This design comes from an exercise in tuning for small area and a short achievable clock period on the open sky130 flow, not from production work.
For this run, only the layout was checked, not whether the RTL still works.
Power figures rest on the tool's default switching activity, not on a simulated workload.

==> design.v <==
module regfile_mp #(
    parameter int XLEN  = 32,
    parameter int NREGS = 32,
    parameter int NRD   = 2,
    parameter int NWR   = 2
) (
    input  logic                             clk,
    input  logic                             rst,
    input  logic [NRD*$clog2(NREGS)-1:0]     raddr,
    output logic [NRD*XLEN-1:0]              rdata,
    output logic [NRD-1:0]                   rbusy,
    input  logic [NWR-1:0]                   wen,
    input  logic [NWR*$clog2(NREGS)-1:0]     waddr,
    input  logic [NWR*XLEN-1:0]              wdata,
    input  logic                             alloc_en,
    input  logic [$clog2(NREGS)-1:0]         alloc_addr,
    output logic [$clog2(NREGS):0]           busy_cnt
);
    localparam int AW = $clog2(NREGS);
    localparam int CW = AW + 1;
    localparam int NR = NREGS - 1;    
    logic [AW-1:0]   wa0, wa1;
    logic [XLEN-1:0] wd0, wd1;
    assign wa0 = waddr[AW-1:0];
    assign wa1 = waddr[2*AW-1:AW];
    assign wd0 = wdata[XLEN-1:0];
    assign wd1 = wdata[2*XLEN-1:XLEN];
    logic [NR-1:0] w0h, w1h, w0only, whit, alh;
    always_comb begin
        for (int i = 0; i < NR; i++) begin
            w0h[i] = wen[0] && (wa0 == AW'(i + 1));
            w1h[i] = wen[1] && (wa1 == AW'(i + 1));
            alh[i] = alloc_en && (alloc_addr == AW'(i + 1));
        end
        w0only = w0h & ~w1h;
        whit   = w0h | w1h;
    end
    logic [NR-1:0][XLEN-1:0] rf;
    logic [NR-1:0][XLEN-1:0] rf_next;
    logic [NR-1:0]           vld;
    logic [NR-1:0]           busy;
    logic [CW-1:0]           cnt;
    logic                    inc, dec0, dec1;
    genvar gr, gb;
    generate
        for (gr = 0; gr < NR; gr++) begin : g_wr
            for (gb = 0; gb < XLEN; gb++) begin : g_wb
                rf_ao222 u_nx (
                    .a1(w1h[gr]), .a2(wd1[gb]), .b1(w0only[gr]), .b2(wd0[gb]),
                    .c1(~whit[gr]), .c2(rf[gr][gb]), .y(rf_next[gr][gb])
                );
            end
        end
    endgenerate
    always_ff @(posedge clk) begin
        rf <= rf_next;
    end
    always_ff @(posedge clk or posedge rst) begin
        if (rst) begin
            vld  <= '0;
            busy <= '0;
            cnt  <= '0;
        end else begin
            vld  <= vld | whit;
            busy <= alh | (busy & ~whit);
            cnt  <= cnt + CW'(inc) - CW'(dec0) - CW'(dec1);
        end
    end
    assign inc  = |(alh & ~busy);
    assign dec0 = |(busy & w0h & ~alh);
    assign dec1 = |(busy & w1h & ~w0h & ~alh);
    assign busy_cnt = cnt;
    logic [NR-1:0] ren;    
    logic [NR-1:0] rbv;    
    assign ren = vld & ~whit;
    assign rbv = (whit & alh & {NR{~rst}}) | (~whit & busy);
    genvar gi;
    generate
        for (gi = 0; gi < NRD; gi++) begin : g_rd
            logic [AW-1:0] ra;
            logic [NR-1:0] rh, sel;
            logic          f0, f1;
            assign ra = raddr[gi*AW +: AW];
            always_comb begin
                for (int i = 0; i < NR; i++) rh[i] = (ra == AW'(i + 1));
            end
            assign sel = rh & ren;
            assign f1  = ~rst & |(rh & w1h);
            assign f0  = ~rst & |(rh & w0only);
            for (gb = 0; gb < XLEN; gb++) begin : g_rb
                logic [NR+1:0] s, d;
                always_comb begin
                    for (int i = 0; i < NR; i++) begin
                        s[i] = sel[i];
                        d[i] = rf[i][gb];
                    end
                    s[NR]   = f1;
                    d[NR]   = wd1[gb];
                    s[NR+1] = f0;
                    d[NR+1] = wd0[gb];
                end
                rf_aoN #(.N(NR + 2)) u_rd (.s(s), .d(d), .y(rdata[gi*XLEN + gb]));
            end
            assign rbusy[gi] = |(rh & rbv);
        end
    endgenerate
endmodule
module rf_ao222 (
    input  logic a1, a2, b1, b2, c1, c2,
    output logic y
);
    assign y = (a1 & a2) | (b1 & b2) | (c1 & c2);
endmodule
module rf_aoi222 (
    input  logic a1, a2, b1, b2, c1, c2,
    output logic y
);
    assign y = ~((a1 & a2) | (b1 & b2) | (c1 & c2));
endmodule
module rf_aoN #(
    parameter int N = 33
) (
    input  logic [N-1:0] s,
    input  logic [N-1:0] d,
    output logic         y
);
    localparam int NG = N / 3;
    logic [NG-1:0] g_n;
    logic          rest;
    genvar gk;
    generate
        for (gk = 0; gk < NG; gk++) begin : g_grp
            rf_aoi222 u_g (
                .a1(s[3*gk]), .a2(d[3*gk]), .b1(s[3*gk+1]), .b2(d[3*gk+1]),
                .c1(s[3*gk+2]), .c2(d[3*gk+2]), .y(g_n[gk])
            );
        end
    endgenerate
    always_comb begin
        rest = 1'b0;
        for (int k = 3 * NG; k < N; k++) rest = rest | (s[k] & d[k]);
    end
    assign y = ~(&g_n) | rest;
endmodule
==> flow/run.sh <==
#!/bin/bash
set -e
export BUFFER_PORTS_ARGS="-buffer_cell sky130_fd_sc_hd__buf_2"
export CTS_ARGS="-sink_clustering_enable -repair_clock_nets -dont_use_dummy_load -buf_list {sky130_fd_sc_hd__clkbuf_4 sky130_fd_sc_hd__clkbuf_8} -sink_clustering_size 24 -sink_clustering_max_diameter 80"
bash standard.sh > standard.log 2>&1
==> standard.sh <==
#!/bin/bash
# synth_recipe.tcl (not shown) runs the flow's synth.tcl, then flattens the netlist and writes it again
# the make line also repeats each setting of config.mk as NAME=value (left out here)
make -C /OpenROAD-flow-scripts/flow DESIGN_CONFIG=/design/flow/config.mk WORK_HOME=/design/flow/orfs CLKGATE_MAP_FILE= SYNTH_SCRIPT=/design/flow/synth_recipe.tcl "${@:-finish}"
==> config.mk <==
export PLATFORM = sky130hd
export DESIGN_NAME = regfile_mp
export DESIGN_NICKNAME = regfile_mp
export VERILOG_FILES = /design/flow/design.v
export SDC_FILE = /design/flow/constraint.sdc
export NUM_CORES = 4
export LEC_CHECK = 0
export CAP_MARGIN = 20
export CORE_MARGIN = 2
export CORE_UTILIZATION = 60
export PLACE_DENSITY = 0.7
export SETUP_SLACK_MARGIN = 3.3
export SLEW_MARGIN = 20
export SYNTH_HIERARCHICAL = 1
==> constraint.sdc <==
create_clock -name core_clock -period 8.0 [get_ports {clk}]
set_input_delay 1.6000 -clock core_clock [delete_from_list [all_inputs] [get_ports {clk}]]
set_output_delay 1.6000 -clock core_clock [all_outputs]
set_load 0.01 [all_outputs]
==> flow_summary.yaml <==
cts:
  ctsLongestPathBuffers: 3
  clock_sink_count: 1060
  root_buffer: "clkbuf_8"
  numCtsBuffers: 55
  h-tree-depth: 2
yosys:
  synth_warnings: 8
  synth.distinct_cells: 73
  avgSynthCellArea_um2: 9.92
  synth_nets: 5041
  async_reset_ff_frac: 0.0642
  yosysMostFrequentCell: "a222oi_1"
  synthesis.area_um2: 49000
  yosys.area.top_type: "dfxtp_1"
  synth-edff-count: 0
  synth-seq-cells: 1060
  yosys-top-cells-count: "a222oi_1, inv_1, dfxtp_1, nand2_1, nor2_1"
  synthesis.instances: 4939
  synth_top_flop_cell: "dfxtp_1"
  yosysSeqAreaShare: 0.440
  synthTopCellsByArea: "dfxtp_1, a222oi_1, inv_1, dfrtp_1, nand4_1"
  yosys.area.top_type_share: 0.405
global_routing:
  track_usage: 0.770
  gr-total-overflow: 1
  grt_max_degree: 59
place:
  dp_hpwl_mm: 178
  dp.cells: 6337
  portBuffers: 165
  routabilityCongestion: 1.15
floorplanning:
  start_util: 0.607
  dieHeight_um: 290
  row_count: 104
  io_pins: 166
  fp.dieW_um: 290
outcome:
  outcome: "aborted with a tool error"
  failing_step: "global routing (5_1_grt)"
  error_line: "[ERROR GRT-0232] Routing congestion too high. Check the congestion heatmap in the GUI."
worst max path at each step:
| stage | depth (start not counted) | endpoint | slack, ps |
|---|---|---|---|
| floorplan | 11 | rdata[32] | 1730 |
| global placement | 14 | rdata[49] | 940 |
| detailed placement | 14 | rdata[40] | 980 |
| CTS | 14 | rdata[34] | 1640 |
per-module statistics from Yosys, one instance, submodules excluded, excerpt:
module      flops+latches  times used
regfile_mp           1060           1
rf_ao222                0         992
rf_aoi222               0         704
timing repair:
item                                    4_1_cts
buffers inserted                            154
cloned                                       20
endpoints found under the setup margin       70
resized for setup                           338
pin swaps                                    99
hold buffers                                  0
routing by layer:
layer	overflow	track usage
met5	0	0.390
met1	0	0.813
met2	1	0.883
met3	0	0.646
met4	0	0.704
power by group through the flow:
stage | combinational [uW] | clock, uW | sequential [uW]
4_1_cts | 3130 | 2240 | 7680
3_5_place_dp | 3000 | 0 | 7790
3_3_place_gp | 2850 | 0 | 7680
2_1_floorplan | 2030 | 0 | 7470
per-stage QoR:
step,power [uW],area (um2),worst slack [ps],hold WS (ps)
4_1_cts,13000,57900,1640,475
3_3_place_gp,10500,54000,942,448
3_5_place_dp,10800,54000,981,452
2_1_floorplan,9500,50100,1730,435
kinds of logic after synthesis:
family / Yosys count / share of synthesized area
and+or+nand+nor: 821 / 0.0882
DFF: 1060 / 0.440
AOI/OAI and AO/OA: 1917 / 0.377
muxes: 30 / 0.00643
xor gates and xnor gates: 4 / 0.000715
buffers and inverters: 1099 / 0.0849
adders and majority gates: 8 / 0.00235
